Context: an optimization exercise on an open-source flow, tuned for small area and a short achievable clock period. The choices shown serve that exercise and are no tape-out recipe. No activity file was given, so power comes from the tool's default toggle rates.

== old ==
==> module riscv_branch_predictor, before the edit <==
module riscv_branch_predictor
#(
  parameter int ENTRIES = 16
) (
  input  logic            clk,
  input  logic            rst,
  input  logic [XLEN-1:0] lookup_pc,
  output logic            pred_taken,
  output logic [XLEN-1:0] pred_target,
  input  logic            upd_valid,
  input  logic [XLEN-1:0] upd_pc,
  input  logic            upd_taken,
  input  logic [XLEN-1:0] upd_target,
  input  logic            upd_pred_taken,
  input  logic [XLEN-1:0] upd_pred_target,
  output logic            mispredict,
  output logic [XLEN-1:0] redirect_pc,
  output logic [XLEN-1:0] mispredict_count
);
  localparam int IDX   = $clog2(ENTRIES);
  localparam int TAG_W = XLEN - IDX - 2;
  logic [ENTRIES-1:0] valid_q;
  logic [TAG_W-1:0]   tag_q    [ENTRIES];
  logic [XLEN-1:0]    target_q [ENTRIES];
  logic [1:0]         ctr_q    [ENTRIES];
  logic [IDX-1:0]   lk_idx, up_idx;
  logic [TAG_W-1:0] lk_tag, up_tag;
  logic             lk_hit, up_hit, wrong;
  logic [1:0]       up_ctr_next;
  assign lk_idx = lookup_pc[IDX+1:2];
  assign lk_tag = lookup_pc[XLEN-1:IDX+2];
  assign up_idx = upd_pc[IDX+1:2];
  assign up_tag = upd_pc[XLEN-1:IDX+2];
  assign lk_hit      = valid_q[lk_idx] && (tag_q[lk_idx] == lk_tag);
  assign pred_taken  = lk_hit && ctr_q[lk_idx][1];
  assign pred_target = pred_taken ? target_q[lk_idx] : {lookup_pc[XLEN-1:2] + 30'd1, lookup_pc[1:0]};
  assign up_hit = valid_q[up_idx] && (tag_q[up_idx] == up_tag);
  assign wrong  = (upd_taken != upd_pred_taken) ||
                  (upd_taken && (upd_pred_target != upd_target));
  riscv_sat_counter2 u_ctr (
    .ctr      (ctr_q[up_idx]),
    .inc      (upd_taken),
    .ctr_next (up_ctr_next)
  );
  always_ff @(posedge clk) begin
    for (int i = 0; i < ENTRIES; i++) begin
      if (upd_valid && upd_taken && up_idx == i) begin
        tag_q[i]    <= up_tag;
        target_q[i] <= upd_target;
      end
      if (upd_valid && up_idx == i && (up_hit || upd_taken))
        ctr_q[i] <= up_hit ? up_ctr_next : CTR_WT;
    end
  end
  always_ff @(posedge clk) begin
    if (rst) valid_q <= '0;
    else if (upd_valid && upd_taken) valid_q[up_idx] <= 1'b1;
  end
  logic [XLEN:0] cnt_inc;
  assign cnt_inc = {1'b0, mispredict_count} + 33'd1;
  always_ff @(posedge clk) begin
    if (rst) begin
      mispredict       <= 1'b0;
      redirect_pc      <= '0;
      mispredict_count <= '0;
    end else begin
      mispredict <= upd_valid && wrong;
      if (upd_valid && wrong) begin
        redirect_pc <= upd_taken ? upd_target : {upd_pc[XLEN-1:2] + 30'd1, upd_pc[1:0]};
        if (!cnt_inc[XLEN]) mispredict_count <= cnt_inc[XLEN-1:0];
      end
    end
  end
endmodule
Settings: LEC_CHECK=0, CAP_MARGIN=20, CORE_MARGIN=2, CORE_UTILIZATION=40, SETUP_SLACK_MARGIN=1.5, SLEW_MARGIN=20; clock period 6.5 ns.
run.sh (not shown) runs the stock make flow with config.mk's settings and CLKGATE_MAP_FILE= SYNTH_SCRIPT=/design/flow/synth_recipe.tcl, a recipe that flattens the netlist after the stock synthesis.
What new does differently from old at the input level:
diff --git a/flow/design.v b/flow/design.v
--- a/flow/design.v
+++ b/flow/design.v
@@ -50,38 +50,62 @@
   logic [TAG_W-1:0]   tag_q    [ENTRIES];
   logic [XLEN-1:0]    target_q [ENTRIES];
   logic [1:0]         ctr_q    [ENTRIES];
-  logic [IDX-1:0]   lk_idx, up_idx;
   logic [TAG_W-1:0] lk_tag, up_tag;
-  logic             lk_hit, up_hit, wrong;
-  logic [1:0]       up_ctr_next;
-  assign lk_idx = lookup_pc[IDX+1:2];
+  logic [ENTRIES-1:0] lk_sel, up_sel;
+  logic             up_hit, wrong;
   assign lk_tag = lookup_pc[XLEN-1:IDX+2];
-  assign up_idx = upd_pc[IDX+1:2];
   assign up_tag = upd_pc[XLEN-1:IDX+2];
-  assign lk_hit      = valid_q[lk_idx] && (tag_q[lk_idx] == lk_tag);
-  assign pred_taken  = lk_hit && ctr_q[lk_idx][1];
-  assign pred_target = pred_taken ? target_q[lk_idx] : {lookup_pc[XLEN-1:2] + 30'd1, lookup_pc[1:0]};
-  assign up_hit = valid_q[up_idx] && (tag_q[up_idx] == up_tag);
+  always_comb begin
+    for (int i = 0; i < ENTRIES; i++) begin
+      lk_sel[i] = (lookup_pc[IDX+1:2] == i);
+      up_sel[i] = (upd_pc[IDX+1:2] == i);
+    end
+  end
+  logic [TAG_W-1:0] up_tag_rd;
+  logic [XLEN-1:0]  lk_tgt_rd;
+  logic             lk_vt_rd, up_v_rd;
+  logic [ENTRIES-1:0] lk_match;
+  always_comb
+    for (int i = 0; i < ENTRIES; i++)
+      lk_match[i] = valid_q[i] && ctr_q[i][1] && (tag_q[i] == lk_tag);
+  always_comb begin
+    lk_tgt_rd = '0;
+    lk_vt_rd  = 1'b0;
+    up_tag_rd = '0;
+    up_v_rd   = 1'b0;
+    for (int i = 0; i < ENTRIES; i++) begin
+      lk_tgt_rd = lk_tgt_rd | ({XLEN{lk_sel[i]}} & target_q[i]);
+      lk_vt_rd  = lk_vt_rd  | (lk_sel[i] & lk_match[i]);
+      up_tag_rd = up_tag_rd | ({TAG_W{up_sel[i]}} & tag_q[i]);
+      up_v_rd   = up_v_rd   | (up_sel[i] & valid_q[i]);
+    end
+  end
+  assign pred_taken  = lk_vt_rd;
+  assign pred_target = pred_taken ? lk_tgt_rd : {lookup_pc[XLEN-1:2] + 30'd1, lookup_pc[1:0]};
+  assign up_hit = up_v_rd && (up_tag_rd == up_tag);
   assign wrong  = (upd_taken != upd_pred_taken) ||
                   (upd_taken && (upd_pred_target != upd_target));
-  riscv_sat_counter2 u_ctr (
-    .ctr      (ctr_q[up_idx]),
-    .inc      (upd_taken),
-    .ctr_next (up_ctr_next)
-  );
+  logic [1:0] ctr_step [ENTRIES];
   always_ff @(posedge clk) begin
     for (int i = 0; i < ENTRIES; i++) begin
-      if (upd_valid && upd_taken && up_idx == i) begin
+      if (upd_valid && upd_taken && up_sel[i]) begin
         tag_q[i]    <= up_tag;
         target_q[i] <= upd_target;
       end
-      if (upd_valid && up_idx == i && (up_hit || upd_taken))
-        ctr_q[i] <= up_hit ? up_ctr_next : CTR_WT;
+      if (upd_valid && up_sel[i] && (up_hit || upd_taken))
+        ctr_q[i] <= up_hit ? ctr_step[i] : CTR_WT;
     end
+  end
+  for (genvar g = 0; g < ENTRIES; g++) begin : g_ctr
+    riscv_sat_counter2 u_ctr (
+      .ctr      (ctr_q[g]),
+      .inc      (upd_taken),
+      .ctr_next (ctr_step[g])
+    );
   end
   always_ff @(posedge clk) begin
     if (rst) valid_q <= '0;
-    else if (upd_valid && upd_taken) valid_q[up_idx] <= 1'b1;
+    else if (upd_valid && upd_taken) valid_q <= valid_q | up_sel;
   end
   logic [XLEN:0] cnt_inc;
   assign cnt_inc = {1'b0, mispredict_count} + 33'd1;
[summary]
Status | old and new | clean. Taking new as 1.0, old lands at 1.14 on clock buffer instance count of the final layout. Post-synth design cell area: new > old. Relative to old, non-clock buffer count increased by 53 in new. Comparing final worst setup slack for old and new, the smaller number came from old. old ended up with nor2b_1 as its slowest library cell on the worst path; new ended up with or4_4. Worst setup path endpoint: pred_target[7] -> old, pred_target[3] -> new. old → new: weighted congestion reported at the end of routability-driven placement has increased, number of instances in the synthesized netlist climbed 121, cell count increased 211, global-route usage grew by 3.6 points, synthesized area divided by synthesized cell count fell 0.10 um^2. Max sequential share of power across old and new: old.
No run of this note included a check of the RTL's function; only the layout flow was run.

re-timing with driven ports:
The flow's constraints put no driver on any port. The routed layouts listed below were extracted and timed again, unchanged, in two steps. Step 1, drivers: a clkbuf_16 drives clk and a buf_2 each remaining input, both assumed. Step 2 adds t to the input delays and takes it off the output delays; t is the mean of the earliest and latest rising clock arrival at the registers after step 1. Input paths then give back, and output paths get back, about the clock's delay inside the block. a / b / c = ideal / step 1 / step 2; a / b = the first two.
run | shift t [ns] | setup WS [ns] | latest minus earliest clock arrival (ns)
old | 0.792 | 0.241 / 0.195 / 0.195 | 0.079 / 0.079
new | 0.816 | 1.245 / 1.212 / 0.773 | 0.062 / 0.061
After both steps every run listed still meets setup and hold. The setup slack of new, which loses most, moves by -0.033 ns with the drivers and by -0.472 ns with both steps.
